Background: an optimization exercise with open tools, aiming at small area, a short achievable clock period and few clock cycles per item. Do not read the settings as production practice. At most, simulation tests tie the RTL to the original design; equivalence was not proved. Function not checked in runs 1 and 2: the RTL went through the layout flow alone. Power and IR drop assume default switching activity.

**flow/config.mk**
```make
export PLATFORM = sky130hd
export DESIGN_NAME = ooo_core
export DESIGN_NICKNAME = ooo_core
export VERILOG_FILES = /design/flow/design.v
export SDC_FILE = /design/flow/constraint.sdc
export NUM_CORES = 4
export LEC_CHECK = 0
export ABC_AREA = 1
export CAP_MARGIN = 20
export CORE_MARGIN = 2
export CORE_UTILIZATION = 40
export PLACE_DENSITY = 0.6
export SETUP_SLACK_MARGIN = 5
export SLEW_MARGIN = 20
export TNS_END_PERCENT = 100
```
**flow/constraint.sdc**
```tcl
create_clock -name core_clock -period 8.0 [get_ports {clk}]
set_input_delay 1.6000 -clock core_clock [delete_from_list [all_inputs] [get_ports {clk}]]
set_output_delay 1.6000 -clock core_clock [all_outputs]
set_load 0.01 [all_outputs]
```
**flow/design.v**
```verilog
package ooo_pkg;
    localparam int DATA_W    = 8;
    localparam int REG_COUNT = 8;
endpackage
`timescale 1ns/1ps
module ooo_core (
    input  logic       clk,
    input  logic       rst,
    input  logic       in_valid,
    input  logic [2:0] in_op,
    input  logic [2:0] in_dst,
    input  logic [2:0] in_src_a,
    input  logic [2:0] in_src_b,
    input  logic [7:0] in_imm,
    output logic       retire_valid,
    output logic [2:0] retire_dst,
    output logic [7:0] retire_value
);
    logic       x_valid;
    logic [2:0] x_dst;
    logic [1:0] x_op;
    logic [7:0] x_a;
    logic [7:0] x_b;
    logic       x_fwd_a;
    logic       x_fwd_b;
    logic [7:0] regfile [8];
    logic       ldi;
    logic [7:0] a;
    logic [7:0] b;
    logic [7:0] sum;
    logic [7:0] result;
    logic [7:0] wdata;
    logic [7:0] wen;
    logic       rst_q;
    logic [7:0] sel_a;
    logic [7:0] sel_b;
    logic [7:0] rd_a;
    logic [7:0] rd_b;
    assign ldi = in_op[2];
    always_comb begin
        rd_a = '0;
        rd_b = '0;
        for (int r = 0; r < 8; r++) begin
            sel_a[r] = !rst && !rst_q && in_src_a == 3'(r);
            sel_b[r] = !rst && !rst_q && !ldi && in_src_b == 3'(r);
            rd_a = rd_a | (regfile[r] & {8{sel_a[r]}});
            rd_b = rd_b | (regfile[r] & {8{sel_b[r]}});
        end
    end
    always_ff @(posedge clk) begin
        rst_q <= rst;
        x_valid <= in_valid && !rst;
        x_dst <= in_dst;
        x_op <= ldi ? 2'd0 : in_op[1:0];
        x_a <= (ldi && !rst) ? in_imm : rd_a;
        x_b <= rd_b;
        x_fwd_a <= !rst && !ldi && x_valid && in_src_a == x_dst;
        x_fwd_b <= !rst && !ldi && x_valid && in_src_b == x_dst;
    end
    assign a = x_fwd_a ? retire_value : x_a;
    assign b = x_fwd_b ? retire_value : x_b;
    logic [7:0] bx;
    logic [7:0] pg_p [4];
    logic [7:0] pg_g [4];
    logic       sub;
    logic [7:0] gen;
    assign sub = x_op[0] && !x_op[1];
    assign bx = b ^ {8{sub}};
    assign gen = a & bx;
    always_comb begin
        pg_p[0] = a ^ bx;
        pg_g[0] = gen;
        pg_g[0][0] = gen[0] | (pg_p[0][0] & sub);
        for (int l = 0; l < 3; l++) begin
            for (int i = 0; i < 8; i++) begin
                if (i >= (1 << l)) begin
                    pg_g[l+1][i] = pg_g[l][i] | (pg_p[l][i] & pg_g[l][i-(1<<l)]);
                    pg_p[l+1][i] = pg_p[l][i] & pg_p[l][i-(1<<l)];
                end else begin
                    pg_g[l+1][i] = pg_g[l][i];
                    pg_p[l+1][i] = pg_p[l][i];
                end
            end
        end
        sum[0] = pg_p[0][0] ^ sub;
        for (int i = 1; i < 8; i++) begin
            sum[i] = pg_p[0][i] ^ pg_g[3][i-1];
        end
    end
    always_comb begin
        case (x_op)
            2'd2:    result = gen;
            2'd3:    result = pg_p[0];
            default: result = sum;
        endcase
    end
    assign wdata = result;
    for (genvar r = 0; r < 8; r++) begin : g_wen
        assign wen[r] = rst_q || (x_valid && x_dst == 3'(r));
    end
    always_ff @(posedge clk) begin
        for (int r = 0; r < 8; r++) begin
            if (wen[r]) begin
                regfile[r] <= wdata;
            end
        end
    end
    always_ff @(posedge clk) begin
        retire_valid <= x_valid && !rst;
        retire_dst <= x_dst;
        retire_value <= result;
    end
endmodule
```
**flow/flow/run.sh**
```bash
#!/bin/bash
# The standard layout, with three changes:
#  - synthesis maps logic with an area-oriented ABC script (flow/area.abc) and
#    without ORFS's half/full-adder cell mapping; registers are mapped exactly
#    as in the standard synthesis, which runs the same script otherwise;
#  - timing repair aims below the limit the standard settings allow;
#  - ports are buffered with buf_2 cells instead of the cell buffer_ports picks.
# Each step's full log is in orfs/logs; make's own output is in standard_flow.log.
set -euo pipefail
here=$(pwd)
export MY_ABC_SCRIPT=$here/flow/area.abc
bash standard.sh SYNTH_SCRIPT=$here/flow/synth.tcl ADDER_MAP_FILE= SETUP_SLACK_MARGIN=${MARGIN:-5.4} "BUFFER_PORTS_ARGS=-buffer_cell sky130_fd_sc_hd__buf_2" finish > standard_flow.log 2>&1
```
**flow/flow/area.abc**
```
strash
ifraig
scorr
dc2
strash
&get -n
&dch -f
&nf
&put
topo
stime -c
```
**flow/flow/synth.tcl**
```tcl
proc synth {args} { yosys synth -nofsm -noshare {*}$args }
# Map logic with the area-oriented ABC script given in MY_ABC_SCRIPT instead of ORFS's
proc abc {args} {
  set i [lsearch -exact $args -script]
  if {$i >= 0} { set args [lreplace $args $i [expr {$i + 1}] -script $::env(MY_ABC_SCRIPT)] }
  yosys abc {*}$args
}
source $::env(SCRIPTS_DIR)/synth.tcl
# left out here: clear keep_hierarchy, flatten, clean up, hide names made inside functions, write 1_2_yosys.v
```
**flow/standard.sh**
```bash
#!/bin/bash
# synth_recipe.tcl (not shown) runs the flow's synth.tcl, then flattens the netlist and writes it again
# the make line also repeats each setting of config.mk as NAME=value (left out here)
make -C /OpenROAD-flow-scripts/flow DESIGN_CONFIG=/design/flow/config.mk WORK_HOME=/design/flow/orfs CLKGATE_MAP_FILE= SYNTH_SCRIPT=/design/flow/synth_recipe.tcl "${@:-finish}"
```
==> run notes, run 1 <==
The floorplan step set the die height to 106 um. Together, buffers and inverters on the worst path number 2. In this run, placement finished with an instance count of 483. After clock tree synthesis, the clock-pin slew on the worst setup and hold paths is 0.09 ns.

The first global-routing pass estimated 17900 um of wire. TritonCTS built the clock tree. The tools report the master cell of the clock root buffer as clkbuf_8.

The most used flip-flop cell after synthesis is edfxtp_1. Among all stages on the critical path, the largest delay is contributed by nor2_4. Hold-critical path depth: 0. The tools report the final core utilization as 0.533. The ratio of final minimum period to clock period was 0.334. The tightest hold path in the finished design has a slack of 0.497 ns.

The post-synthesis cell type count is 33. The run gives 0 as the initial antenna violation count. The startpoint identified for the worst hold timing path is x_dst[2].

The worst setup path is launched from an input pin. The cell family contributing the most delay on the critical path is simple AND/OR/NAND/NOR gates. The data arrival at the endpoint of the critical path came out at 2.96 ns. Depth of the worst register-to-register path: 10.

Reported max-cap violation count: 0. The tools report the sequential area share after synthesis as 0.639. The number of inserted diodes is 0, and the largest net degree at the start of global routing is 16. Wires add up to 12700 um.

The tools report the final total negative setup slack as 0 ns. The cell with the most instances after synthesis was edfxtp_1. Relative to the synthesized area, the layout overhead comes to 30.9%. For the number of setup violations in the final report, the log shows 0. The count of cells in the finished layout, fillers not included, comes to 535. The kind of critical path was in2reg. The total count of max-transition violations in the final report came out at 0. For the number of clock sinks, the log shows 101. Timing would allow up to 375 MHz. The average cell area after synthesis is 13.3 sq um.

Along the worst path, the maximum fanout reaches 8. The combined global-route utilization of all metal layers was 0.220. Yosys attributes the largest share of cell area to edfxtp_1, dfxtp_1, a222oi_1. Traced cell by cell, the critical path runs through buf_2 > nor3_4 > nand2_2 > buf_12 > nor2_4 > a22o_1 > a221oi_1 > nand3_1. The run gives 35 as the I/O pin count. The tools report the endpoint of the worst-slack reg-to-reg timing path as regfile[4][7]. The H-tree was split into 3 levels.

The final critical path time including I/O delays and setup is 2.67 ns. In the final routed layout, each cell accounts on average for 23.8 um. The first-pass detailed-route iteration total is 7, and the number of warnings reported in the yosys synthesis log is 4. The relative slew slack was 0.414; the number of global-route vias before repair was 3157.

Data on the critical path is required at its endpoint by 8.30 ns. The detailed-route vias per instance works out to 6.17. The number of flops mapped to enable cells by yosys is 64.

Routability-driven placement finished with a final weighted congestion of 0.802. The run gives 313 as the instance count of the mapped netlist. For this run the aggregate overflow at the end of global routing stands at 0. The fraction of post-synthesis cell area in the top cell type by area came out at 0.462. The startpoint identified for the worst register-to-register timing path is x_fwd_b. STA classifies the critical path endpoint as a register. Overall power consumption after layout is estimated at 0.00121 W. Worst IR drop on VDD: 0.000100 V.

The total power divided by cell area was 222 nW/um^2; the initial standard-cell utilization of the core was 0.407. The fraction of final layout cells with drive strength greater than 1 is 0.338, and the initial DRC count is 520. In this design, the stage delay of the slowest critical-path cell is 0.27 ns. After synthesis the netlist holds a flip-flop and latch count of 101. The mapped netlist covers 4160 sq um.

The DRC violations left is 0. For flop-to-flop paths, the worst setup slack is 5.40 ns. The clock buffer count from CTS is 9.

Summed over all nets, the half-perimeter wirelength after detailed placement is 7510 um. The core region is 10200 sq um. The class of the tightest hold or removal check was reg2reg.

Port buffering added 34 buffers. In the synthesized netlist, the cells that appear most often are edfxtp_1, dfxtp_1, a222oi_1, nor2_1. The logs give 0 for the final count of hold timing violations and 3299 for the via count. The die area is 11200 sq um, and the hold buffer count at cts is 0. The clock reaches the later pin of the worst-skew pair after 0.36 ns. The number of nets in the final layout is 417. The floorplan step set the die width to 106 um. Slew at the pin closest to its max-slew limit: 0.855 ns. The fraction of registers with async set or reset after synthesis is 0. The run finished with no timing, DRC or antenna violations.

The logs give 336 for the synthesized netlist net count and 37 for the standard-cell row count. The clock passes through at most 2 buffers. Summed over all cells, the static leakage comes to 1.96 nW. For hold timing, the worst endpoint is retire_dst[2]. Setup repair after global routing could not meet its margin everywhere.

The detail route stage leaves a number of antenna-violating nets equal to 0. On the final layout, the worst clock skew is 0.00640 ns. The largest area contributor in the netlist is edfxtp_1.
per-layer routing:
layer | vias up | track usage | part of all wire
met1 | 1636 | 0.277 | 0.40
li1 | 1439 | - | -
met5 | - | 0 | 0
met2 | 189 | 0.373 | 0.49
met3 | 35 | 0.0454 | 0.080
met4 | 0 | 0.0836 | 0.028
area by class of cell:
| class | count | area (sq um) |
|---|---|---|
| fill | 844 | 4780 |
| sequential | 101 | 2680 |
| multi-input combinational | 210 | 1860 |
| timing repair buffer | 69 | 579 |
| tap | 136 | 170 |
| clock buffer | 13 | 139 |
| clock inverter | 3 | 15.0 |
| inverter | 3 | 11.3 |
worst max path at each step:
stage | cells past startpoint | from | to | slack, ns
2_1_floorplan | 5 | in_src_a[2] | x_a[3] | 5.28
3_3_place_gp | 6 | x_fwd_a | regfile[0][5] | 4.79
3_5_place_dp | 6 | x_fwd_a | regfile[0][5] | 4.69
4_1_cts | 11 | x_fwd_b | regfile[4][7] | 5.40
5_1_grt | 10 | x_fwd_b | regfile[4][7] | 5.28
6_report | 8 | in_op[2] | x_b[2] | 5.33
timing repair:
item / 4_1_cts / 5_1_grt
resized for setup: 44 / 30
endpoints found under the setup margin: 52 / 39
pin swaps: 12 / 23
gates cloned: 1 / 1
setup buffers: 19 / 15
metrics by stage:
| step | instance area (sq um) | setup slack, ns |
|---|---|---|
| final | 5450 | 5.33 |
| after global routing | 5450 | 5.28 |
| after CTS | 5160 | 5.40 |
| after detailed placement | 4590 | 4.69 |
| after global placement | 4590 | 4.79 |
| after floorplan | 4250 | 5.28 |
sequential cells by signal, summed over array words and instances, names as in the netlist, 2 cells and up:
signal / flops
regfile: 64
retire_value: 8
x_a: 8
x_b: 8
retire_dst: 3
x_dst: 3
x_op: 2
cells in the final DEF, fill, tap and decap left out, drive strengths merged, types with 9 or more instances in the layout:
cell type,synthesis,layout
a221oi,11,11
a222oi,27,27
buf,0,68
clkbuf,0,14
dfxtp,37,37
edfxtp,64,64
mux2i,15,15
nand2,13,13
nand2b,9,9
nand3,15,15
nor2,25,25
nor3,9,9
xnor2,9,9
xor2,13,13
power by group:
part           leakage, nW  switching, W  internal (W)
registers            0.952     0.0000551      0.000667
logic                0.931      0.000126     0.0000888
clock network       0.0812      0.000159      0.000112
total                 1.96      0.000340      0.000868
kinds of logic after synthesis:
logic type	synth area share
compound gates	0.168
xor+xnor	0.0463
buf+inv	0.00270
flops	0.639
mux	0.0442
simple gates	0.0992
==> run 2: changes to the inputs <==
--- a/flow/design.v
+++ b/flow/design.v
@@ -27,5 +27,4 @@
     logic       ldi;
     logic [7:0] a;
-    logic [7:0] b;
     logic [7:0] sum;
     logic [7:0] result;
@@ -37,5 +36,7 @@
     logic [7:0] rd_a;
     logic [7:0] rd_b;
+    logic       sub_in;
     assign ldi = in_op[2];
+    assign sub_in = !ldi && in_op[0];
     always_comb begin
         rd_a = '0;
@@ -54,10 +55,8 @@
         x_op <= ldi ? 2'd0 : in_op[1:0];
         x_a <= (ldi && !rst) ? in_imm : rd_a;
-        x_b <= rd_b;
+        x_b <= rd_b ^ {8{sub_in}};
         x_fwd_a <= !rst && !ldi && x_valid && in_src_a == x_dst;
         x_fwd_b <= !rst && !ldi && x_valid && in_src_b == x_dst;
     end
-    assign a = x_fwd_a ? retire_value : x_a;
-    assign b = x_fwd_b ? retire_value : x_b;
     logic [7:0] bx;
     logic [7:0] pg_p [4];
@@ -65,6 +64,7 @@
     logic       sub;
     logic [7:0] gen;
-    assign sub = x_op[0] && !x_op[1];
-    assign bx = b ^ {8{sub}};
+    assign sub = x_op[0];
+    assign a = x_fwd_a ? retire_value : x_a;
+    assign bx = x_fwd_b ? retire_value ^ {8{sub}} : x_b;
     assign gen = a & bx;
     always_comb begin
@@ -91,5 +91,5 @@
         case (x_op)
             2'd2:    result = gen;
-            2'd3:    result = pg_p[0];
+            2'd3:    result = ~pg_p[0];
             default: result = sum;
         endcase
==> run notes, run 2 <==
The width of the die was 107 um (+0.65%). The master cell of the clock root buffer is clkbuf_8. The number of flip-flops and latches in the synthesized netlist works out to 101 (unchanged). The area inside the core boundary was 10300 sq um (+0.45%); the initial DRC count was 523 (+0.58%). The number of clock sinks was 101 (unchanged).

Sorting the synthesized cells by area gives the leading types as edfxtp_1, dfxtp_1, a222oi_1. The final critical path time including I/O delays and setup came out at 2.73 ns (+0.0647 ns). Compound-gate portion of the synthesized area: 0.183 (+0.0147). For the leakage dissipation, the log shows 1.92 nW (-2.2%). For the final total negative setup slack, the log shows 0 ns (unchanged).

The startpoint identified for the worst hold timing path is x_dst[2]. The post-synthesis xor/xnor area fraction is 0.0519 (+0.00561). The detailed-route vias per instance works out to 6.28 (+1.8%). For the relative slew slack, the log shows 0.436 (+0.0217). The fraction of registers with async set or reset after synthesis was 0 (unchanged); the global-route wire length before repair was 17900 um (-0.23%). The launching element of the worst setup path was in_src_b[2]. The maximum root-to-sink buffer count came out at 2 (unchanged).

The reported max-cap violation count was 0 (unchanged); the clock transition at the registers of the reported paths was 0.09 ns (about the same). The post-synthesis cell type count is 38 (+15%), and the ratio of final minimum period to clock period is 0.342 (+0.00809). I/O pin count: 35 (unchanged). After synthesis, the largest family of logic cells by area is compound AO/OA/AOI/OAI gates. The routed wirelength normalized by instance count was 22.9 um (-3.7%). The hold buffer count at cts came out at 0 (unchanged).

The library cell used most frequently in the layout, excluding fill and tap cells, is edfxtp_1. Hold-critical path depth: 0 (unchanged). The tools report the count of placed standard cells in the final layout, fillers left out as 539 (+0.75%).

The multiplexer share of the synthesized area is 0.0261 (-0.0181). The flip-flop count of the largest register after layout works out to 64 (unchanged). The relative area change from synthesis to final layout came out at 26.8%.

The arithmetic-cell share of the synthesized area counting full adders, half adders and majority gates was 0 (unchanged); the data arrival at the endpoint of the critical path was 3.04 ns (+0.08 ns). The endpoint identified for the worst register-to-register timing path is regfile[7][7]. The tools report the number of nets in the final layout as 421 (+0.96%). The path class of the tightest hold or removal check is reg2reg. The flow ran to the end and the layout has no timing, DRC or antenna violations. The number of global-route vias before repair was 3173 (+0.51%); the DRC violations left was 0 (unchanged).

The maximum fanout encountered on the critical timing path was 8 (unchanged). The critical path in this run is classified as in2reg. The run gives 0.37 ns (about the same) as the insertion delay of the later-clocked pin in the worst-skew pair. The average cell area after synthesis is 12.9 sq um (-3.3%), and the remaining global-route overflow is 0 (unchanged). The total instance count after detailed placement came out at 498 (+3.1%). TritonCTS built the clock tree.

The total number of H-tree levels is 3 (unchanged). Number of inserted diodes: 0 (unchanged). The fraction of final layout cells with drive strength greater than 1 was 0.305 (-0.0331).

For the number of warnings reported in the yosys synthesis log, the log shows 4 (unchanged). The first-pass detailed-route iteration total was 8 (+1); the fraction of post-synthesis cell area in the top cell type by area was 0.455 (-0.00616). The biggest area contributor in the post-synthesis netlist is edfxtp_1.

The number of setup violations in the final report was 0 (unchanged); the total count of max-transition violations in the final report was 0 (unchanged). The die area was 11400 sq um (+1.3%). Largest net degree at the start of global routing: 18 (+2). The height of the die is 107 um (+0.65%), and the count of buffers from port buffering is 34 (unchanged). The run gives 0.213 (-0.00636) as the combined global-route utilization of all metal layers. The synthesized netlist net count is 351 (+4.5%), and the total power divided by cell area is 227 nW/um^2 (+2.5%). The sort of element at the end of the critical path is a register.

The netlist area before placement is 4220 sq um (+1.4%), and the clock buffer count from CTS is 9 (unchanged). The worst hold path terminates at retire_dst[2]. In the synthesized netlist the dominant register cell turns out to be edfxtp_1. The timing-limited maximum frequency is 366 MHz (-2.4%). The commonest cells after synthesis are edfxtp_1, dfxtp_1, nor2_1, a222oi_1.

The initial antenna violation count is 0 (unchanged), and the via count is 3385 (+2.6%). The slew at the pin closest to its max-slew limit was 0.843 ns (-0.0120 ns); the worst IR drop on VDD was 0.0000837 V (-17%). For the final count of hold timing violations, the log shows 0 (unchanged).

Depth of the worst register-to-register path: 10 (unchanged). The worst path required time came out at 8.31 ns (about the same). The library cells used most frequently in the layout, excluding fill and tap cells, are edfxtp_1, dfxtp_1, a222oi_1, buf_2, buf_4.

Sequential area share after synthesis: 0.631 (-0.00853). By instance count, the leading cell after synthesis is edfxtp_1. The worst setup slack for register-to-register paths was 5.45 ns (+0.05 ns); the clock skew was 0.0138 ns (+0.00744 ns). The HPWL after detailed placement was 7490 um (-0.34%). The tools report the post-detailed-route count of antenna-violating nets as 0 (unchanged). The tools report the sum of routed wire length over all layers as 12400 um (-2.9%). The routability congestion estimate came out at 0.863 (+7.6%). The standard-cell row count was 37 (unchanged). In this run the critical register-to-register path is launched from x_op[0]. Number of flops mapped to enable cells by yosys: 64 (unchanged). STA classifies the critical path startpoint as an input pin. Setup repair after global routing could not meet its margin everywhere.

The register bank with the most flops was regfile. The area fraction in and, or, nand and nor cells after synthesis is 0.101 (+0.00194), and the instance count of the mapped netlist is 328 (+4.8%). The initial standard-cell utilization of the core came out at 0.411 (+0.00365).
-- run 2: power by group --
part / switching, W / total [W] / internal, W
sequential: 0.0000572 / 0.000717 / 0.000660
clock: 0.000177 / 0.000301 / 0.000123
combinational: 0.000120 / 0.000198 / 0.0000774
-- run 2: worst max-delay path, cell delays in order --
cell and delay [ns]:
buf_6 0.09, or4_4 0.62, nor2_4 0.29, a222oi_1 0.17, nand3_1 0.12, xor2_1 0.14
-- run 2: cells by family after synthesis --
group	after synthesis
AND/OR/NAND/NOR	87
buffers and inverters	8
multiplexers	11
AO/OA/AOI/OAI	96
XOR/XNOR	25
flip-flops	101
-- run 2: what timing repair did --
| action | in CTS | in global routing |
|---|---|---|
| resized for setup | 45 | 28 |
| setup endpoints to repair | 52 | 52 |
| buffers inserted | 16 | 8 |
| cloned | 0 | 1 |
| pin swaps | 26 | 6 |
-- run 2: how the worst max path moves through the flow --
stage / to / slack [ns] / cells after the start
finish: x_b[1] / 5.27 / 6
global route: x_b[6] / 5.25 / 7
CTS: x_b[1] / 5.32 / 6
detailed placement: x_b[0] / 4.36 / 7
global placement: x_b[0] / 4.43 / 7
floorplan: x_b[6] / 5.06 / 5
-- run 2: cell type report --
| cell class | count | area (sq um) |
|---|---|---|
| Clock inverter | 6 | 43.8 |
| Tap cell | 136 | 170 |
| Timing Repair Buffer | 58 | 425 |
| Sequential cell | 101 | 2670 |
| Multi-Input combinational cell | 220 | 1870 |
| Inverter | 8 | 31.3 |
| Fill cell | 851 | 4930 |
| Clock buffer | 10 | 138 |
-- run 2: per-layer routing --
metal,global-route usage,share of wire
met5,0,0
met4,0.112,0.035
met3,0.0438,0.084
met2,0.331,0.48
met1,0.282,0.40
-- run 2: stage by stage --
stage	instance area, sq um	hold WS, ns	total power [W]	setup WS (ns)	utilization
6_report	5350	0.482	0.00122	5.27	0.521
5_1_grt	5350	0.498	0.00126	5.25	0.521
4_1_cts	5130	0.482	0.00119	5.32	0.500
3_5_place_dp	4640	0.480	0.000877	4.36	0.451
3_3_place_gp	4640	0.478	0.000875	4.43	0.451
2_1_floorplan	4300	0.431	0.000805	5.06	-
==> run 3: changes to the inputs <==
==> flow/design.v (replaced) <==
package ooo_pkg;
    localparam int DATA_W    = 8;
    localparam int REG_COUNT = 8;
endpackage
`timescale 1ns/1ps
module ooo_core (
    input  logic       clk,
    input  logic       rst,
    input  logic       in_valid,
    input  logic [2:0] in_op,
    input  logic [2:0] in_dst,
    input  logic [2:0] in_src_a,
    input  logic [2:0] in_src_b,
    input  logic [7:0] in_imm,
    output logic       retire_valid,
    output logic [2:0] retire_dst,
    output logic [7:0] retire_value
);
    logic       x_valid;
    logic       x_ldi;
    logic [2:0] x_dst;
    logic [1:0] x_op;
    logic [7:0] x_sel_a;
    logic [7:0] x_sel_b;
    logic       rst_q;
    logic [7:0] regfile [8];
    logic       ldi;
    logic [7:0] dec_a;
    logic [7:0] dec_b;
    logic [7:0] a;
    logic [7:0] b;
    logic [7:0] sum;
    logic [7:0] result;
    logic [7:0] wen;
    assign ldi = in_op[2];
    for (genvar r = 0; r < 8; r++) begin : g_dec
        assign dec_a[r] = in_src_a == 3'(r);
        assign dec_b[r] = in_src_b == 3'(r);
    end
    always_ff @(posedge clk) begin
        rst_q <= rst;
        x_valid <= in_valid && !rst;
        x_ldi <= ldi && !rst;
        x_dst <= in_dst;
        x_op <= in_op[1:0];
        x_sel_a <= rst ? 8'd0 : ldi ? in_imm : dec_a;
        x_sel_b <= rst ? 8'd0 : dec_b;
    end
    always_comb begin
        a = '0;
        b = '0;
        for (int r = 0; r < 8; r++) begin
            a = a | (regfile[r] & {8{x_sel_a[r]}});
            b = b | (regfile[r] & {8{x_sel_b[r]}});
        end
    end
    logic [7:0] bx;
    logic [7:0] gen;
    logic [7:0] pg_p [4];
    logic [7:0] pg_g [4];
    logic       sub;
    assign sub = x_op[0] && !x_op[1];
    assign bx = b ^ {8{sub}};
    assign gen = a & bx;
    always_comb begin
        pg_p[0] = a ^ bx;
        pg_g[0] = gen;
        pg_g[0][0] = gen[0] | (pg_p[0][0] & sub);
        for (int l = 0; l < 3; l++) begin
            for (int i = 0; i < 8; i++) begin
                if (i >= (1 << l)) begin
                    pg_g[l+1][i] = pg_g[l][i] | (pg_p[l][i] & pg_g[l][i-(1<<l)]);
                    pg_p[l+1][i] = pg_p[l][i] & pg_p[l][i-(1<<l)];
                end else begin
                    pg_g[l+1][i] = pg_g[l][i];
                    pg_p[l+1][i] = pg_p[l][i];
                end
            end
        end
        sum[0] = pg_p[0][0] ^ sub;
        for (int i = 1; i < 8; i++) begin
            sum[i] = pg_p[0][i] ^ pg_g[3][i-1];
        end
    end
    always_comb begin
        if (x_ldi) begin
            result = x_sel_a;
        end else begin
            case (x_op)
                2'd2:    result = gen;
                2'd3:    result = pg_p[0];
                default: result = sum;
            endcase
        end
    end
    for (genvar r = 0; r < 8; r++) begin : g_wen
        assign wen[r] = rst_q || (x_valid && x_dst == 3'(r));
    end
    always_ff @(posedge clk) begin
        for (int r = 0; r < 8; r++) begin
            if (wen[r]) begin
                regfile[r] <= result;
            end
        end
    end
    always_ff @(posedge clk) begin
        retire_valid <= x_valid && !rst;
        retire_dst <= x_dst;
        retire_value <= result;
    end
endmodule
==> run notes, run 3 <==
The flow ran to the end and the layout has no timing, DRC or antenna violations. The initial standard-cell utilization of the core was 0.410 (-0.00105); the global-route wire length before repair was 16200 um (-9.4%). Leaving out fill and tap cells, the most frequent cell in the layout is edfxtp_1.

The via count is 3100 (-8.4%). The fraction of post-synthesis cell area in the top cell type by area came out at 0.482 (+0.0269). The signal on the critical path passes through a222oi_1 > and4_1 > mux2_4 > o211ai_1 > a311oi_2 > o31ai_2 > a21boi_1 > o31a_1 > a21oi_4. The startpoint of the worst hold path is x_dst[2]. The worst path required time is 8.20 ns (-0.11 ns), and the post-detailed-route count of antenna-violating nets is 0 (unchanged).

The fraction of final layout cells with drive strength greater than 1 is 0.270 (-0.0355), and the clock skew is 0.0131 ns (-0.000719 ns). The maximum fanout encountered on the critical timing path came out at 9 (+1). The tools report the endpoint with the worst hold slack as retire_dst[2]. The synthesized netlist net count is 315 (-10%). STA classifies the critical path startpoint as a register. The sum of routed wire length over all layers was 11200 um (-9.6%); the largest net degree at the start of global routing was 20 (+2).

The tools report the insertion delay of the later-clocked pin in the worst-skew pair as 0.37 ns (about the same). The count of buffers from port buffering is 34 (unchanged). The height of the die is 104 um (-2.7%).

Largest area contributor in the netlist: edfxtp_1. The hold buffer count at cts is 0 (unchanged). The minimum setup slack after placement is 4.75 ns (+0.399 ns). The library cells used most frequently in the layout, excluding fill and tap cells, are edfxtp_1, buf_2, a222oi_1, dfxtp_1, a22oi_1. The highest cell delay on the worst timing path was 0.61 ns (about the same). The tools report the I/O pin count as 35 (unchanged).

The most common cell in the synthesized netlist is edfxtp_1. The number of clock sinks is 100 (-0.99%), and the number of setup violations in the final report is 0 (unchanged). The tools report the area inside the core boundary as 9730 sq um (-5.3%).

The tools report the number of inserted diodes as 0 (unchanged). The tools report the netlist area before placement as 3990 sq um (-5.6%). Clock transition at the registers of the reported paths: 0.11 ns (+0.02 ns).

TritonCTS built the clock tree. The worst setup slack for register-to-register paths was 5.07 ns (-0.38 ns); the hold-critical path depth was 0 (unchanged). The tools report the combined global-route utilization of all metal layers as 0.198 (-0.0152). Maximum root-to-sink buffer count: 2 (unchanged). The worst hold path belongs to the class reg2reg. The worst register-to-register path ends at regfile[5][7]. The register bank with the most flops is regfile.

The tools report the first-pass detailed-route iteration total as 6 (-2). The final critical path time including I/O delays and setup was 2.93 ns (+0.200 ns); the final design area excluding fillers was 4870 sq um (-9.0%). The timing-limited maximum frequency was 341 MHz (-6.8%); the number of nets in the final layout was 374 (-11%).

After synthesis, the cell types taking the most area are edfxtp_1, dfxtp_1, a222oi_1. Number of warnings reported in the yosys synthesis log: 4 (unchanged). The critical path is of the reg2reg type. The tools report the standard-cell row count as 36 (-2.7%). The cell family contributing the most delay on the critical path is compound AO/OA/AOI/OAI gates.

The worst setup path is captured at a register. The data arrival at the endpoint of the critical path was 3.13 ns (+0.09 ns); the relative slew slack was 0.204 (-0.232). For the post-synthesis cell type count, the log shows 41 (+7.9%). The instance count of the mapped netlist was 292 (-11%).

The tools report the leakage dissipation as 1.70 nW (-12%). The detailed-route vias per instance was 6.34 (+0.94%); the average cell area after synthesis was 13.6 sq um (+6.1%). The initial DRC count was 575 (+9.9%). The fraction of registers with async set or reset after synthesis works out to 0 (unchanged).

The remaining global-route overflow came out at 0 (unchanged). The final total negative setup slack came out at 0 ns (unchanged). The total power divided by cell area is 290 nW/um^2 (+28%), and the total number of H-tree levels is 3 (unchanged).

The placement-stage cell area was 4350 sq um (-6.2%). The most common flop cell mapped by yosys was edfxtp_1. The depth of the worst register-to-register path was 9 (-1). The routed wirelength normalized by instance count works out to 22.8 um (-0.35%). Sorting the synthesized cells by how often they occur yields edfxtp_1, dfxtp_1, a222oi_1, a22oi_1. The width of the die is 104 um (-2.7%).

For the HPWL after detailed placement, the log shows 7070 um (-5.6%). Die area: 10800 sq um (-5.4%). The number of global-route vias before repair was 2799 (-12%); the DRC violations left was 0 (unchanged). The routability congestion estimate was 0.898 (+4.0%); the clock buffer count from CTS was 9 (unchanged). The critical-path cell with the highest stage delay is dfxtp_1. The cell sitting at the root of the clock tree is a clkbuf_8.

The number of flip-flops and latches in the synthesized netlist is 100 (-0.99%), and the flip-flop count of the largest register after layout is 64 (unchanged). The area growth from synthesis to layout is 22.2%. The reported max-cap violation count is 0 (unchanged), and the final count of hold timing violations is 0 (unchanged).

The slew at the pin closest to its max-slew limit works out to 1.19 ns (+0.350 ns). The number of buffer and inverter stages on the critical path was 0 (-1). Setup repair after global routing could not meet its margin everywhere. The run gives 0 (unchanged) as the initial antenna violation count.

The worst IR drop on VDD is 0.000149 V (+78%), and the sequential area share after synthesis is 0.663 (+0.0322). The number of flops mapped to enable cells by yosys works out to 64 (unchanged). The startpoint identified for the worst register-to-register timing path is x_sel_a[2]. The total count of max-transition violations in the final report is 0 (unchanged), and the worst setup slack after layout is 5.07 ns (-0.200 ns).

The ratio of final minimum period to clock period came out at 0.367 (+0.0250).
==> run 3: cell count changes after synthesis, moves of 3 or more <==
cell / change
a22o_1: +7
nor2_1: -20
a221oi_1: -8
a21oi_1: -5
o21a_1: -4
nor3_1: +4
nand2_1: +4
nand2b_1: -4
nand3_1: -4
nor2b_1: +3
mux2i_1: -11
a22oi_1: +11
xor2_1: -14
==> run 3: final cells by class <==
type                            count  area [sq um]
Clock buffer                        9           124
Clock inverter                      7          90.1
Fill cell                         865          4860
Inverter                            6          22.5
Multi-Input combinational cell    190          1560
Sequential cell                   100          2660
Tap cell                          133           166
Timing Repair Buffer               44           245
==> run 3: metal layers <==
| metal | vias up | routed length, um | GRT usage |
|---|---|---|---|
| met3 | 30 | 1240 | 0.0573 |
| li1 | 1358 | - | - |
| met5 | - | 0 | 0 |
| met1 | 1492 | 4720 | 0.282 |
| met2 | 220 | 4960 | 0.283 |
| met4 | 0 | 253 | 0.0820 |
==> run 3: worst register-to-register path: stages (launching register included) <==
cell and delay, ns:
dfxtp_1 0.61, a222oi_1 0.20, and4_1 0.27, mux2_4 0.29
o211ai_1 0.26, a311oi_2 0.17, o31ai_2 0.28, a21boi_1 0.13
o31a_1 0.34, a21oi_4 0.22
==> run 3: logic make-up (layout without fill, tap and decap cells) <==
family / after synthesis / after routing / share of synthesized area
buf+inv: 6 / 66 / 0.00565
simple gates: 71 / 71 / 0.0929
mux: 1 / 1 / 0.00283
flops: 100 / 100 / 0.663
xor+xnor: 13 / 13 / 0.0286
compound gates: 101 / 105 / 0.207
==> run 3: worst max-delay path by stage <==
stage | startpoint | end | depth (start not counted)
after floorplan | regfile[1][0] | regfile[0][7] | 9
final | x_sel_a[2] | regfile[5][7] | 9
after detailed placement | x_sel_b[3] | regfile[5][3] | 9
after global placement | x_sel_b[3] | regfile[0][3] | 9
after CTS | regfile[2][0] | regfile[7][7] | 9
after global routing | regfile[4][0] | regfile[3][7] | 9
==> run 3: per-stage QoR <==
stage	instances	util	hold slack, ns	total power (W)
3_3_place_gp	459	0.447	0.408	0.000991
4_1_cts	482	0.482	0.439	0.00136
3_5_place_dp	459	0.447	0.418	0.000990
6_report	489	0.500	0.436	0.00141
2_1_floorplan	292	-	0.388	0.000894
5_1_grt	489	0.500	0.456	0.00147
==> run 3: what timing repair did <==
item	in CTS	in global routing
setup buffers	6	4
resized for setup	17	25
setup endpoints to repair	63	62
cloned	1	3
pin swaps	8	10
==> run 3: power by group <==
| part | internal, W | switching [W] |
|---|---|---|
| Combinational | 0.000135 | 0.000178 |
| Clock | 0.000152 | 0.000188 |
| Sequential | 0.000684 | 0.0000733 |
| Total | 0.000971 | 0.000440 |
Testbench counts of run 3, summed over its fixed seeds: cycles 4,816, items 4,800.
==> run 4: changes to the inputs <==
--- a/flow/flow/run.sh
+++ b/flow/flow/run.sh
@@ -10,3 +10,3 @@
 here=$(pwd)
 export MY_ABC_SCRIPT=$here/flow/area.abc
-bash standard.sh SYNTH_SCRIPT=$here/flow/synth.tcl ADDER_MAP_FILE= SETUP_SLACK_MARGIN=${MARGIN:-5.4} "BUFFER_PORTS_ARGS=-buffer_cell sky130_fd_sc_hd__buf_2" finish > standard_flow.log 2>&1
+bash standard.sh SYNTH_SCRIPT=$here/flow/synth.tcl ADDER_MAP_FILE= SETUP_SLACK_MARGIN=${MARGIN:-6.0} "BUFFER_PORTS_ARGS=-buffer_cell sky130_fd_sc_hd__buf_2" finish > standard_flow.log 2>&1
--- a/flow/config.mk
+++ b/flow/config.mk
@@ -13,3 +13,3 @@
 export SETUP_SLACK_MARGIN = 5
 export SLEW_MARGIN = 20
-export TNS_END_PERCENT = 100
+export TNS_END_PERCENT = 10
==> run notes, run 4 <==
The flow ran to the end and the layout has no timing, DRC or antenna violations. The run gives 0 (unchanged) as the hold buffer count at cts. Clock skew: 0.0124 ns (-0.000692 ns). The commonest cells after synthesis are edfxtp_1, dfxtp_1, a222oi_1, a22oi_1. The largest area contributor in the netlist is edfxtp_1. The proportion of total power due to net switching came out at 0.293 (-0.0192). The clock transition at the registers of the reported paths works out to 0.09 ns (-0.02 ns).

The run gives 4 (unchanged) as the number of warnings reported in the yosys synthesis log. Average cell area after synthesis: 13.6 sq um (unchanged). The placement-stage cell area came out at 4340 sq um (-0.14%). The largest net degree at the start of global routing was 17 (-15%).

For the clock buffer count from CTS, the log shows 9 (unchanged). The worst setup path is of the reg2reg kind. The relative slew slack came out at 0.346 (+0.143). The logs give 0 ns (unchanged) for the final total negative setup slack and 7000 um (-0.94%) for the HPWL after detailed placement.

The final design area excluding fillers is 4660 sq um (-4.4%), and the count of buffers from port buffering is 34 (unchanged). Setup repair after global routing could not meet its margin everywhere. The fraction of power consumed by sequential logic is 0.567 (+0.030).

The top cell types in the final layout, fill and taps aside, are edfxtp_1, buf_2, dfxtp_1, a222oi_1, a22oi_1. The internal power summed over all cells came out at 0.000943 W (-2.8%). Via count: 2986 (-3.7%).

The number of flops mapped to enable cells by yosys works out to 64 (unchanged). The worst setup path is launched from a register. The ratio of final minimum period to clock period works out to 0.377 (+0.0108). The final critical path time including I/O delays and setup was 3.02 ns (+0.0861 ns); the final count of hold timing violations was 0 (unchanged). The run gives 331 MHz (-2.9%) as the timing-limited maximum frequency. The number of filler instances in the final layout was 876 (+1.3%).

The tightest min-delay check is of the reg2reg type. The number of setup violations in the final report is 0 (unchanged). The run gives 483 (-1.2%) as the count of placed standard cells in the final layout, fillers left out. The depth of the worst register-to-register path is 11 (+2), and the flip-flop count of the largest register after layout is 64 (unchanged). The tools report the number of clock sinks as 100 (unchanged). Among all stages on the critical path, the largest delay is contributed by dfxtp_1.

The maximum fanout encountered on the critical timing path is 8 (-1), and the standard-cell row count is 36 (unchanged). The number of buffer and inverter stages on the critical path came out at 2 (+2). The hold-critical path depth was 0 (unchanged). The fraction of registers with async set or reset after synthesis is 0 (unchanged), and the routed wirelength normalized by instance count is 22.0 um (-3.8%). The sequential area share after synthesis was 0.663 (unchanged); the worst path required time was 8.11 ns (-0.09 ns). The post-synthesis cell type count is 41 (unchanged), and the area occupied by multi-input gates is 1400 sq um (-11%). The post-detailed-route count of antenna-violating nets came out at 0 (unchanged). The number of inserted diodes was 0 (unchanged); the I/O pin count was 35 (unchanged). First-pass detailed-route iteration total: 8 (+2). Relative to the synthesized area, the layout overhead comes to 16.8%. The fraction of final layout cells with drive strength greater than 1 was 0.211 (-0.0582).

For the data arrival at the endpoint of the critical path, the log shows 3.13 ns (about the same). The most common cell after layout, fill and taps aside is edfxtp_1. Detailed-route vias per instance: 6.18 (-2.5%). The kind of cell with the highest combined delay along the critical path is compound AO/OA/AOI/OAI gates. TritonCTS built the clock tree. The tools report the die area as 10800 sq um (unchanged). The number of global-route vias before repair came out at 2827 (+1.0%). For the maximum root-to-sink buffer count, the log shows 2 (unchanged).

The portion of total power attributed to the clock network is 0.231 (-0.011), and the net switching power figure is 0.000390 W (-11%). The total power divided by cell area works out to 286 nW/um^2 (-1.1%). The total instance count after detailed placement was 459 (unchanged); the initial antenna violation count was 0 (unchanged). For the combined global-route utilization of all metal layers, the log shows 0.199 (+0.000513). For the insertion delay of the later-clocked pin in the worst-skew pair, the log shows 0.35 ns (-0.02 ns). The synthesized netlist net count came out at 315 (unchanged).

The sort of element at the end of the critical path is a register. For the netlist area before placement, the log shows 3990 sq um (unchanged). The critical path goes through a222oi_1 > and3_1 > mux2_4 > o211ai_1 > a311oi_2 > o31ai_2 > buf_4 > xnor2_2 > nor2_1 > a2bb2oi_2 > buf_2.

The logs give 3 (unchanged) for the total number of H-tree levels and 0 (unchanged) for the total count of max-transition violations in the final report. The tools report the sum of routed wire length over all layers as 10600 um (-5.0%). The reported max-cap violation count was 0 (unchanged). The DRC violations left came out at 0 (unchanged). Clock tree synthesis selected as its root buffer the cell clkbuf_8. The width of the die works out to 104 um (unchanged). The cell with the most instances after synthesis was edfxtp_1. The instance count of the mapped netlist is 292 (unchanged), and the initial DRC count is 402 (-30%).

The remaining global-route overflow was 0 (unchanged). The number of flip-flops and latches in the synthesized netlist works out to 100 (unchanged). The logs give 0.000120 V (-20%) for the worst IR drop on VDD and 0.410 (unchanged) for the initial standard-cell utilization of the core. The slew at the pin closest to its max-slew limit was 0.970 ns (-0.223 ns); the power share of the combinational group was 0.202 (-0.020).

By area the synthesized netlist is led by edfxtp_1, dfxtp_1, a222oi_1. For the register cell area after layout, the log shows 2650 sq um (-0.19%). The tools report the area inside the core boundary as 9730 sq um (unchanged).

The logs give 369 (-1.3%) for the number of nets in the final layout and 0.915 (+1.9%) for the routability congestion estimate. Fraction of post-synthesis cell area in the top cell type by area: 0.482 (unchanged). The most used flip-flop cell after synthesis is edfxtp_1.

The critical path depth was 11 (+2); the height of the die was 104 um (unchanged). More flip-flops sit in one register than any other, and that register is regfile. The leakage dissipation was 1.64 nW (-3.3%). The tools report the global-route wire length before repair as 16200 um (+0.25%). Highest cell delay on the worst timing path: 0.45 ns (-0.16 ns).
run 4: cell counts after synthesis:
Identical to the previous run, type by type.
run 4: kinds of logic after synthesis:
kind of cell / count (synthesis) / share of synthesized area
flops: 100 / 0.663
mux: 1 / 0.00283
simple gates: 71 / 0.0929
compound gates: 101 / 0.207
xor+xnor: 13 / 0.0286
buf+inv: 6 / 0.00565
run 4: cell type report:
cell class | count | share of cell area
inverters | 6 | 0.00484
flip-flops and latches | 100 | 0.569
clock inverters | 6 | 0.0137
repair buffers | 42 | 0.0497
clock buffers | 9 | 0.0266
multi-input cells | 187 | 0.300
well taps | 133 | 0.0357
run 4: timing repair:
| item | CTS | global route |
|---|---|---|
| resized for setup | 12 | 3 |
| pin swaps | 8 | 1 |
| gates cloned | 1 | 1 |
| endpoints found under the setup margin | 84 | 92 |
| buffers inserted | 7 | 0 |
run 4: path summary, 6_finish.rpt:
check                                start            end  slack [ns]
worst max-delay path            x_sel_b[6]  regfile[6][6]        4.98
worst min register to register    x_dst[2]  retire_dst[2]        0.43
worst max register to register  x_sel_b[6]  regfile[6][6]        4.98
worst min-delay path              x_dst[2]  retire_dst[2]        0.43
run 4: power groups by stage:
| stage | registers, W | clock network, W | logic [W] |
|---|---|---|---|
| 6_report | 0.000757 | 0.000308 | 0.000269 |
| 5_1_grt | 0.000764 | 0.000338 | 0.000298 |
| 4_1_cts | 0.000753 | 0.000314 | 0.000258 |
| 3_5_place_dp | 0.000763 | 0 | 0.000225 |
| 3_3_place_gp | 0.000765 | 0 | 0.000220 |
| 2_1_floorplan | 0.000742 | 0 | 0.000150 |
run 4: layer usage:
metal	global-route usage	up-vias	routed length, um
met3	0.0503	21	1160
li1	-	1341	-
met4	0.0869	0	207
met5	0	-	0
met1	0.292	1422	4630
met2	0.277	202	4610
run 4: worst register-to-register path: stages (launching register included):
cell and delay [ns]:
dfxtp_1 0.45, a222oi_1 0.31, and3_1 0.28, mux2_4 0.33, o211ai_1 0.31, a311oi_2 0.18, o31ai_2 0.26, buf_4 0.18
xnor2_2 0.10, nor2_1 0.07, a2bb2oi_2 0.15, buf_2 0.17
run 4: metrics by stage:
stage | util | hold slack, ns | power [W] | setup WS, ns
finish | 0.479 | 0.427 | 0.00133 | 4.98
global route | 0.479 | 0.446 | 0.00140 | 4.82
CTS | 0.476 | 0.423 | 0.00132 | 5.10
detailed placement | 0.446 | 0.405 | 0.000988 | 4.76
global placement | 0.446 | 0.406 | 0.000986 | 4.89
floorplan | - | 0.388 | 0.000892 | 5.29
==> run 5: changes to the inputs <==
--- a/flow/config.mk
+++ b/flow/config.mk
@@ -9,6 +9,6 @@
 export CAP_MARGIN = 20
 export CORE_MARGIN = 2
-export CORE_UTILIZATION = 40
-export PLACE_DENSITY = 0.6
+export CORE_UTILIZATION = 65
+export PLACE_DENSITY = 0.85
 export SETUP_SLACK_MARGIN = 5
 export SLEW_MARGIN = 20
==> run notes, run 5 <==
The flow ran to the end and the layout has no timing, DRC or antenna violations. The depth of the worst register-to-register path was 9 (-2); the netlist area before placement was 3990 sq um (unchanged). The minimum setup slack after placement was 4.80 ns (+0.0452 ns).

Ratio of final minimum period to clock period: 0.375 (-0.00260). The worst hold path begins at x_dst[0]. The net switching power figure is 0.000413 W (+6.0%), and the proportion of total power due to net switching is 0.312 (+0.0191).

In the layout the commonest cells are edfxtp_1, buf_2, dfxtp_1, a222oi_1, a22oi_1. The final critical path time including I/O delays and setup was 3.00 ns (-0.0208 ns). The clock skew is 0.0112 ns (-0.00118 ns). The startpoint identified for the worst register-to-register timing path is regfile[1][0]. The initial standard-cell utilization of the core came out at 0.673 (+0.263). The flip-flop count of the largest register after layout was 64 (unchanged). The DRC violations left came out at 0 (unchanged). The largest area contributor in the netlist was edfxtp_1. CTS placed an instance of clkbuf_8 at the clock tree root. Dominant delay contributor by cell family on the critical path: compound AO/OA/AOI/OAI gates. For the worst setup slack for register-to-register paths, the log shows 5.00 ns (+0.02 ns).

For the remaining global-route overflow, the log shows 0 (unchanged). The logs give 2975 (+5.2%) for the number of global-route vias before repair and 9 (unchanged) for the clock buffer count from CTS. For the HPWL after detailed placement, the log shows 6660 um (-4.8%). The internal power summed over all cells is 0.000913 W (-3.2%), and the via count is 3187 (+6.7%).

The instance count of the mapped netlist was 292 (unchanged). Leaving out fill and tap cells, the most frequent cell in the layout is edfxtp_1. The path class of the tightest hold or removal check is reg2reg.

For the worst IR drop on VDD, the log shows 0.000205 V (+72%). The tools report the synthesized netlist net count as 315 (unchanged). The final count of hold timing violations is 0 (unchanged), and the largest net degree at the start of global routing is 19 (+2). Critical path depth: 9 (-2). The run gives 1.62 nW (-1.1%) as the leakage dissipation. The run gives 424 (-12%) as the count of placed standard cells in the final layout, fillers left out. The number of flops mapped to enable cells by yosys is 64 (unchanged). Total count of max-transition violations in the final report: 0 (unchanged). The routability congestion estimate came out at 0.959 (+4.9%). More flip-flops sit in one register than any other, and that register is regfile. Fraction of final layout cells with drive strength greater than 1: 0.212 (+0.000606).

The first-pass detailed-route iteration total is 11 (+3). The reported max-cap violation count is 0 (unchanged). After synthesis, the most frequently instantiated cells are edfxtp_1, dfxtp_1, a222oi_1, a22oi_1. The register cell area after layout was 2650 sq um (about the same).

Detailed-route vias per instance: 7.52 (+22%). The number of setup violations in the final report is 0 (unchanged). STA classifies the critical path endpoint as a register. The total power divided by cell area came out at 289 nW/um^2 (+0.91%). For this design, the slowest cell found on the critical path is edfxtp_1. The maximum fanout encountered on the critical timing path was 4 (-4). The height of the die was 82.3 um (-21%). The sum of routed wire length over all layers is 10500 um (-0.69%). The hold-critical path depth was 0 (unchanged).

The tools report the post-synthesis cell type count as 41 (unchanged). The logs give 0.335 (-0.0117) for the relative slew slack and 0.37 ns (+0.02 ns) for the insertion delay of the later-clocked pin in the worst-skew pair. The critical path goes through a222oi_1 > and3_1 > mux2_4 > o211ai_1 > a311oi_2 > o31ai_2 > a21boi_1 > o31a_1 > a21oi_2. The run gives 334 MHz (+0.69%) as the timing-limited maximum frequency. The sequential area share after synthesis is 0.663 (unchanged), and the die area is 6770 sq um (-37%).

The fraction of post-synthesis cell area in the top cell type by area works out to 0.482 (unchanged). The number of inserted diodes is 0 (unchanged), and the post-detailed-route count of antenna-violating nets is 0 (unchanged). The highest cell delay on the worst timing path is 0.40 ns (-0.05 ns), and the data arrival at the endpoint of the critical path is 3.19 ns (+0.06 ns). Routed wirelength normalized by instance count: 24.8 um (+13%).

The run gives 0.329 (+0.130) as the combined global-route utilization of all metal layers. Portion of total power attributed to the clock network: 0.220 (-0.011). The number of flip-flops and latches in the synthesized netlist came out at 100 (unchanged).

For hold timing, the worst endpoint is retire_dst[0]. The standard-cell row count was 28 (-22%). The average cell area after synthesis is 13.6 sq um (unchanged).

The tools report the number of warnings reported in the yosys synthesis log as 4 (unchanged). The worst register-to-register path ends at regfile[2][7]. Worst path required time: 8.19 ns (+0.08 ns). The most common flop cell mapped by yosys is edfxtp_1.

The number of buffer and inverter stages on the critical path is 0 (-2), and the total instance count after detailed placement is 401 (-13%). The initial antenna violation count was 0 (unchanged); the number of nets in the final layout was 367 (-0.54%). The initial DRC count was 971 (+140%); the area occupied by multi-input gates was 1450 sq um (+3.5%). The clock transition at the registers of the reported paths was 0.10 ns (about the same). The count of buffers from port buffering came out at 34 (unchanged). The tools report the number of clock sinks as 100 (unchanged).

The power share of the combinational group was 0.208 (+0.006); the slew at the pin closest to its max-slew limit was 0.997 ns (+0.0265 ns). In the post-synthesis netlist, the biggest area contributors are edfxtp_1, dfxtp_1, a222oi_1. Kind of critical path: reg2reg. The I/O pin count is 35 (unchanged), and the fraction of power consumed by sequential logic is 0.572 (+0.005). The area inside the core boundary is 5920 sq um (-39%), and the number of filler instances in the final layout is 357 (-59%). The fraction of registers with async set or reset after synthesis is 0 (unchanged), and the total number of H-tree levels is 3 (unchanged). The run gives 15600 um (-4.2%) as the global-route wire length before repair. The tools report the hold buffer count at cts as 0 (unchanged). TritonCTS built the clock tree. The final total negative setup slack came out at 0 ns (unchanged). The width of the die was 82.3 um (-21%); the maximum root-to-sink buffer count was 2 (unchanged). Relative area change from synthesis to final layout: 15.2%. The cell with the most instances after synthesis is edfxtp_1. Setup repair after global routing could not meet its margin everywhere. The tools report the kind of start point of the critical path as a register. The worst setup slack after layout was 5.00 ns (+0.0208 ns).
run 5: logic make-up (layout without fill, tap and decap cells):
logic type / after synthesis / in the layout / share of synthesized area
flops: 100 / 100 / 0.663
simple gates: 71 / 71 / 0.0929
buf+inv: 6 / 60 / 0.00565
xor+xnor: 13 / 13 / 0.0286
mux: 1 / 1 / 0.00283
compound gates: 101 / 104 / 0.207
run 5: worst max path at each step:
stage / to / startpoint / slack, ns
floorplan: regfile[0][7] / regfile[1][0] / 5.29
global placement: regfile[1][6] / x_sel_b[4] / 4.99
detailed placement: regfile[0][6] / x_sel_b[4] / 4.80
CTS: regfile[4][7] / regfile[1][0] / 5.11
global route: regfile[4][7] / regfile[1][0] / 4.91
finish: regfile[2][7] / regfile[1][0] / 5.00
run 5: power by group through the flow:
| stage | Combinational, W | Sequential (W) | Clock [W] |
|---|---|---|---|
| finish | 0.000276 | 0.000759 | 0.000292 |
| global route | 0.000297 | 0.000766 | 0.000318 |
| CTS | 0.000255 | 0.000753 | 0.000297 |
| detailed placement | 0.000222 | 0.000763 | 0 |
| global placement | 0.000214 | 0.000762 | 0 |
| floorplan | 0.000150 | 0.000742 | 0 |
run 5: layout make-up:
type / count / area share
clock buffer: 9 / 0.0270
clock inverter: 7 / 0.0123
inverter: 6 / 0.00491
multi-input combinational: 189 / 0.315
sequential: 100 / 0.577
tap: 75 / 0.0204
timing repair buffer: 38 / 0.0436
run 5: worst reg2reg max path, cell delays in order (launching register included):
cell	delay, ns
edfxtp_1	0.40
a222oi_1	0.39
and3_1	0.27
mux2_4	0.33
o211ai_1	0.28
a311oi_2	0.18
o31ai_2	0.27
a21boi_1	0.13
o31a_1	0.32
a21oi_2	0.25
run 5: per-layer routing:
layer,wire (um),up-vias,share of wire,track usage
met3,1420,67,0.13,0.108
met1,3850,1467,0.37,0.444
met4,505,0,0.048,0.165
met5,0,-,0,0
li1,-,1355,-,-
met2,4760,298,0.45,0.479
run 5: per-stage QoR:
stage | instance area [sq um] | util | total power, W | hold WS, ns
after global placement | 4270 | 0.721 | 0.000976 | 0.420
after detailed placement | 4270 | 0.721 | 0.000985 | 0.420
final | 4590 | 0.775 | 0.00133 | 0.441
after floorplan | 4010 | - | 0.000892 | 0.388
after global routing | 4590 | 0.775 | 0.00138 | 0.457
after CTS | 4550 | 0.768 | 0.00130 | 0.437
run 5: repair_timing:
action	CTS	global route
cloned	2	1
pin swaps	9	1
buffers inserted	4	0
resized for setup	10	8
setup endpoints to repair	84	84
==> run 6: changes to the inputs <==
--- a/flow/config.mk
+++ b/flow/config.mk
@@ -9,6 +9,6 @@
 export CAP_MARGIN = 20
 export CORE_MARGIN = 2
-export CORE_UTILIZATION = 65
-export PLACE_DENSITY = 0.85
+export CORE_UTILIZATION = 55
+export PLACE_DENSITY = 0.75
 export SETUP_SLACK_MARGIN = 5
 export SLEW_MARGIN = 20
==> run notes, run 6 <==
The register cell area after layout was 2660 sq um (+0.47%); the number of warnings reported in the yosys synthesis log was 4 (unchanged). The run gives 369 (+0.54%) as the number of nets in the final layout. For the initial antenna violation count, the log shows 0 (unchanged).

In the synthesized netlist, the cells that appear most often are edfxtp_1, dfxtp_1, a222oi_1, a22oi_1. The worst setup path is captured at a register. The average cell area after synthesis is 13.6 sq um (unchanged). The width of the die came out at 89.1 um (+8.3%).

Area occupied by multi-input gates: 1440 sq um (-0.17%). The post-synthesis cell type count was 41 (unchanged); the fraction of registers with async set or reset after synthesis was 0 (unchanged). The total power divided by cell area works out to 291 nW/um^2 (+0.52%). The register bank with the most flops is regfile. The most common flop cell mapped by yosys is edfxtp_1. The logs give 19 (unchanged) for the largest net degree at the start of global routing and 0.388 (+0.0537) for the relative slew slack. The ratio of final minimum period to clock period was 0.366 (-0.00867); the fraction of final layout cells with drive strength greater than 1 was 0.245 (+0.0330). The worst path required time is 8.20 ns (about the same), and the via count is 3004 (-5.7%). The master cell of the clock root buffer was clkbuf_8. Worst IR drop on VDD: 0.000185 V (-9.9%).

Placement-stage cell area: 4300 sq um (+0.70%). The initial standard-cell utilization of the core is 0.558 (-0.115). The depth of the worst register-to-register path came out at 9 (unchanged). The final count of hold timing violations is 0 (unchanged), and the relative area change from synthesis to final layout is 17.5%. I/O pin count: 35 (unchanged). The run gives 315 (unchanged) as the synthesized netlist net count. The tools report the die area as 7940 sq um (+17%). The tools report the standard-cell row count as 31 (+11%).

Leaving out fill and tap cells, the most frequent cell in the layout is edfxtp_1. The combined global-route utilization of all metal layers was 0.269 (-0.0601); the clock transition at the registers of the reported paths was 0.10 ns (about the same). The fraction of post-synthesis cell area in the top cell type by area was 0.482 (unchanged); the number of global-route vias before repair was 2803 (-5.8%). The post-detailed-route count of antenna-violating nets was 0 (unchanged). For the final core utilization, the log shows 0.656 (-0.119). For the global-route wire length before repair, the log shows 15200 um (-2.2%). The number of filler instances in the final layout is 549 (+54%), and the DRC violations left is 0 (unchanged). For the initial DRC count, the log shows 517 (-47%). The number of flops mapped to enable cells by yosys was 64 (unchanged). The largest area contributor in the netlist is edfxtp_1. The detailed-route wire length on metal 1 came out at 4180 um (+8.4%). The total count of max-transition violations in the final report was 0 (unchanged). The number of flip-flops and latches in the synthesized netlist is 100 (unchanged), and the routability congestion estimate is 0.964 (+0.50%). Clock skew: 0.0113 ns (+0.0000823 ns). In the post-synthesis netlist, the biggest area contributors are edfxtp_1, dfxtp_1, a222oi_1. The run gives 9 (unchanged) as the clock buffer count from CTS.

The kind of start point of the critical path is a register. Leaving out fill and tap cells, the most frequent cells in the layout are edfxtp_1, buf_2, a222oi_1, dfxtp_1, a22oi_1. The flip-flop count of the largest register after layout is 64 (unchanged), and the first-pass detailed-route iteration total is 10 (-1).

The data arrival at the endpoint of the critical path is 3.12 ns (-0.07 ns). The run finished with no timing, DRC or antenna violations. The sum of routed wire length over all layers is 10100 um (-3.7%).

The insertion delay of the later-clocked pin in the worst-skew pair is 0.37 ns (about the same), and the timing-limited maximum frequency is 341 MHz (+2.4%). The total power of the final layout was 0.00136 W (+2.5%); the height of the die was 89.1 um (+8.3%). For the final total negative setup slack, the log shows 0 ns (unchanged). The total number of H-tree levels was 3 (unchanged).

The HPWL after detailed placement is 6540 um (-1.8%). The routed wire length on met2 was 4630 um (-2.7%). The tools report the number of inserted diodes as 0 (unchanged).

The reported max-cap violation count is 0 (unchanged), and the detailed-route vias per instance is 6.68 (-11%). The most common cell in the synthesized netlist is edfxtp_1. Number of setup violations in the final report: 0 (unchanged). The maximum fanout encountered on the critical timing path is 9 (+5), and the area inside the core boundary is 7140 sq um (+21%).

The hold-critical path depth works out to 0 (unchanged). The highest routing layer actually used is met4. The tools report the remaining global-route overflow as 0 (unchanged). Count of buffers from port buffering: 34 (unchanged). TritonCTS built the clock tree. The tools report the netlist area before placement as 3990 sq um (unchanged). The final critical path time including I/O delays and setup is 2.93 ns (-0.0694 ns). The slew at the pin closest to its max-slew limit is 0.916 ns (-0.0804 ns), and the final design area excluding fillers is 4680 sq um (+2.0%). The routed wirelength normalized by instance count works out to 22.5 um (-9.3%). The instance count of the mapped netlist was 292 (unchanged). Total met3 wirelength after detailed routing: 1140 um (-20%). The sequential area share after synthesis is 0.663 (unchanged), and the leakage dissipation is 1.66 nW (+2.4%). The number of clock sinks was 100 (unchanged). Setup repair after global routing could not meet its margin everywhere.

Class of the tightest hold or removal check: reg2reg. The maximum root-to-sink buffer count is 2 (unchanged). The setup path with the least slack is of type reg2reg.
-- run 6: cell types whose count changed in the layout (fill, tap and decap cells not counted), moves of 2 or more --
cell	previous run	this run
dfxtp_1	31	25
dfxtp_2	5	9
clkinv_2	2	0
dfxtp_4	0	2
o21ai_2	0	2
-- run 6: logic make-up after synthesis --
kind of cell | Yosys count | synth area share
xor gates and xnor gates | 13 | 0.0286
buffers and inverters | 6 | 0.00565
AOI/OAI and AO/OA | 101 | 0.207
and+or+nand+nor | 71 | 0.0929
DFF | 100 | 0.663
muxes | 1 | 0.00283
-- run 6: stage by stage --
| stage | setup WS, ns | hold slack, ns | instances |
|---|---|---|---|
| final | 5.07 | 0.427 | 450 |
| after global routing | 4.85 | 0.446 | 450 |
| after CTS | 5.14 | 0.428 | 448 |
| after detailed placement | 4.90 | 0.411 | 425 |
| after global placement | 4.97 | 0.408 | 425 |
| after floorplan | 5.29 | 0.388 | 292 |
-- run 6: area by class of cell --
type | instances | share of cell area
clock inverter | 6 | 0.0163
timing repair buffer | 40 | 0.0468
clock buffer | 10 | 0.0294
inverter | 6 | 0.00481
tap | 99 | 0.0264
sequential | 100 | 0.568
multi-input combinational | 189 | 0.308
-- run 6: timing repair --
item | CTS | global route
endpoints found under the setup margin | 84 | 84
hold buffers | 0 | 0
cloned | 2 | 1
pin swaps | 9 | 6
gates resized for setup | 22 | 8
endpoints found under the hold margin | 0 | 0
setup buffers | 5 | 1
-- run 6: where the power goes --
group / leakage (nW) / switching (W) / internal [W]
Combinational: 0.606 / 0.000154 / 0.000113
Sequential: 0.944 / 0.0000724 / 0.000684
Clock: 0.111 / 0.000177 / 0.000159
-- run 6: routing by layer --
metal,GRT usage,up-vias
met2,0.394,223
met5,0,-
li1,-,1348
met4,0.107,0
met1,0.381,1408
met3,0.0757,25
-- run 6: worst paths after layout --
kind / slack [ns] / endpoint / startpoint
setup / recovery: 5.07 / regfile[7][7] / x_sel_a[0]
hold / removal: 0.43 / retire_dst[2] / x_dst[2]
hold reg to reg: 0.43 / retire_dst[2] / x_dst[2]
setup reg to reg: 5.07 / regfile[7][7] / x_sel_a[0]
-- run 6: worst max-delay path, cell delays in order (launching register included) --
cell and delay, ns:
dfxtp_1 0.64, a222oi_1 0.13, and4_1 0.27, mux2_4 0.28, o211ai_1 0.29, a311oi_2 0.17, o31ai_2 0.26, a21boi_1 0.13
o31a_1 0.33, a21oi_2 0.25
==> run 7: changes to the inputs <==
--- a/flow/config.mk
+++ b/flow/config.mk
@@ -13,3 +13,3 @@
 export SETUP_SLACK_MARGIN = 5
 export SLEW_MARGIN = 20
-export TNS_END_PERCENT = 10
+export TNS_END_PERCENT = 25
==> run notes, run 7 <==
Compared with the post-synthesis result, the final layout area differs by 18.9%. The reported max-cap violation count came out at 0 (unchanged). Slew at the pin closest to its max-slew limit: 0.988 ns (+0.0715 ns). The final design area excluding fillers is 4740 sq um (+1.2%), and the area inside the core boundary is 7140 sq um (unchanged). The run gives 0 (unchanged) as the hold buffer count at cts.

The run gives 714 (+38%) as the initial DRC count. The run gives 0 (unchanged) as the number of inserted diodes. Initial antenna violation count: 0 (unchanged). The logs give 9 (unchanged) for the clock buffer count from CTS and 16000 um (+5.4%) for the global-route wire length before repair.

The logs give 0.341 (-0.0477) for the relative slew slack and 0.0138 ns (+0.00245 ns) for the clock skew. Of all cell types, the one taking the most synthesized area is edfxtp_1. The maximum fanout encountered on the critical timing path is 9 (unchanged). The critical-path cell with the highest stage delay is dfxtp_1. The average cell area after synthesis works out to 13.6 sq um (unchanged). The signal on the critical path passes through a22oi_1 > and4_1 > mux2_4 > o211ai_1 > a311oi_2 > o31ai_2 > a21boi_2 > o211ai_1 > buf_4 > a21oi_4. The total number of H-tree levels came out at 3 (unchanged). Height of the die: 89.1 um (unchanged).

Among all cell types in the netlist, the one instantiated most often is edfxtp_1. The number of flip-flops and latches in the synthesized netlist came out at 100 (unchanged). The total count of max-transition violations in the final report was 0 (unchanged). The largest net degree at the start of global routing is 18 (-1).

Die area: 7940 sq um (unchanged). Routability congestion estimate: 0.862 (-11%). TritonCTS built the clock tree. The worst setup slack for register-to-register paths was 5.07 ns (about the same). Total power divided by cell area: 287 nW/um^2 (-1.3%).

Via count: 3146 (+4.7%). Detailed-route vias per instance: 6.90 (+3.3%). The final count of hold timing violations was 0 (unchanged). The flip-flop count of the largest register after layout came out at 64 (unchanged). The number of setup violations in the final report is 0 (unchanged).

The tools report the combined global-route utilization of all metal layers as 0.278 (+0.00944). Master cell of the clock root buffer: clkbuf_8. The run finished with no timing, DRC or antenna violations. The remaining global-route overflow is 0 (unchanged), and the routed wirelength normalized by instance count is 23.6 um (+4.7%).

For the first-pass detailed-route iteration total, the log shows 6 (-4). Dominant delay contributor by cell family on the critical path: compound AO/OA/AOI/OAI gates. Leakage dissipation: 1.68 nW (+1.4%).

The tightest hold margin came out at 0.431 ns (+0.00414 ns). Synthesized netlist net count: 315 (unchanged). The final total negative setup slack was 0 ns (unchanged); the ratio of final minimum period to clock period was 0.367 (+0.000727). The final critical path time including I/O delays and setup is 2.93 ns (+0.00582 ns), and the sequential area share after synthesis is 0.663 (unchanged). Number of buffer and inverter stages on the critical path: 1 (+1). The most used flip-flop cell after synthesis is edfxtp_1. The highest cell delay on the worst timing path is 0.67 ns (+0.03 ns). The DRC violations left came out at 0 (unchanged). The tools report the number of clock sinks as 100 (unchanged).

The post-detailed-route count of antenna-violating nets was 0 (unchanged). The number of nets in the final layout is 375 (+1.6%). regfile holds more flip-flops than any other register.

The sum of routed wire length over all layers came out at 10800 um (+6.1%). By count the netlist is led by edfxtp_1, dfxtp_1, a222oi_1, a22oi_1. The count of placed standard cells in the final layout, fillers left out is 456 (+1.3%). The most numerous cell type found on the critical path is o211ai_1.

The area occupied by multi-input gates came out at 1480 sq um (+2.7%). For the netlist area before placement, the log shows 3990 sq um (unchanged). The insertion delay of the later-clocked pin in the worst-skew pair is 0.36 ns (about the same), and the number of global-route vias before repair is 3023 (+7.8%). The fraction of final layout cells with drive strength greater than 1 is 0.244 (-0.00132). The library cell used most frequently in the layout, excluding fill and tap cells, is edfxtp_1. The data arrival at the endpoint of the critical path is 3.03 ns (-0.09 ns), and the number of filler instances in the final layout is 548 (-0.18%). The clock transition at the registers of the reported paths works out to 0.09 ns (about the same).

The initial standard-cell utilization of the core is 0.558 (unchanged). The timing-limited maximum frequency was 341 MHz (-0.20%). In the post-synthesis netlist, the biggest area contributors are edfxtp_1, dfxtp_1, a222oi_1. The instance count of the mapped netlist was 292 (unchanged).

The kind of start point of the critical path is a register. The worst setup path is captured at a register. The run gives 8.10 ns (-0.10 ns) as the worst path required time. The run gives 4310 sq um (+0.15%) as the placement-stage cell area.

The standard-cell row count was 31 (unchanged). The logs give 0.000158 V (-15%) for the worst IR drop on VDD and 35 (unchanged) for the I/O pin count. The class of the tightest hold or removal check is reg2reg. The tools report the HPWL after detailed placement as 6860 um (+4.9%). Kind of critical path: reg2reg.

The number of flops mapped to enable cells by yosys was 64 (unchanged). The total power of the final layout is 0.00136 W (-0.14%). Maximum root-to-sink buffer count: 2 (unchanged). The fraction of post-synthesis cell area in the top cell type by area came out at 0.482 (unchanged). The total instance count after detailed placement is 425 (unchanged), and the fraction of registers with async set or reset after synthesis is 0 (unchanged). The tools report the register cell area after layout as 2660 sq um (about the same). Leaving out fill and tap cells, the most frequent cells in the layout are edfxtp_1, buf_2, a222oi_1, dfxtp_1, a22oi_1. Width of the die: 89.1 um (unchanged). The number of warnings reported in the yosys synthesis log is 4 (unchanged), and the count of buffers from port buffering is 34 (unchanged). Setup repair after global routing could not meet its margin everywhere. The post-synthesis cell type count came out at 41 (unchanged).
run 7: cell counts after synthesis:
No cell type changed its count.
run 7: cells by family (layout without fill, tap and decap cells):
kind of cell / Yosys count / in the layout / share of synthesized area
AOI/OAI and AO/OA: 101 / 103 / 0.207
xor gates and xnor gates: 13 / 13 / 0.0286
buffers and inverters: 6 / 69 / 0.00565
DFF: 100 / 100 / 0.663
muxes: 1 / 1 / 0.00283
and+or+nand+nor: 71 / 71 / 0.0929
run 7: worst register-to-register path, stage by stage, from the launching register on:
cell,delay (ns)
dfxtp_1,0.67
a22oi_1,0.17
and4_1,0.21
mux2_4,0.28
o211ai_1,0.29
a311oi_2,0.18
o31ai_2,0.29
a21boi_2,0.11
o211ai_1,0.25
buf_4,0.16
a21oi_4,0.06
run 7: cell type report:
type | instances | area share
repair buffers | 47 | 0.0565
multi-input cells | 188 | 0.313
clock inverters | 4 | 0.00607
flip-flops and latches | 100 | 0.561
clock buffers | 12 | 0.0330
well taps | 99 | 0.0261
inverters | 6 | 0.00475
run 7: repair_timing:
item | 4_1_cts | 5_1_grt
setup endpoints to repair | 84 | 85
resized for setup | 24 | 5
gates cloned | 2 | 0
pin swaps | 11 | 2
buffers inserted | 11 | 2
run 7: layer usage:
metal | wire length, um | vias to the layer above | track usage
met5 | 0 | - | 0
met4 | 432 | 0 | 0.118
met3 | 1250 | 53 | 0.0785
met2 | 5000 | 251 | 0.425
met1 | 4080 | 1485 | 0.376
li1 | - | 1357 | -
run 7: path summary, 6_finish.rpt:
path | startpoint | end | cells after the start
setup reg to reg | x_sel_a[1] | regfile[5][7] | 10
hold reg to reg | x_dst[2] | retire_dst[2] | 0
hold / removal | x_dst[2] | retire_dst[2] | 0
setup / recovery | x_sel_a[1] | regfile[5][7] | 10
run 7: report_power, final:
group / internal [W] / switching (W) / total [W]
Sequential: 0.000684 / 0.0000750 / 0.000759
Clock: 0.000134 / 0.000169 / 0.000304
Combinational: 0.000128 / 0.000167 / 0.000296
run 7: metrics by stage:
stage | utilization | worst slack, ns
after floorplan | - | 5.29
after global placement | 0.603 | 5.03
after detailed placement | 0.603 | 4.90
after CTS | 0.657 | 5.19
after global routing | 0.664 | 4.87
final | 0.664 | 5.07
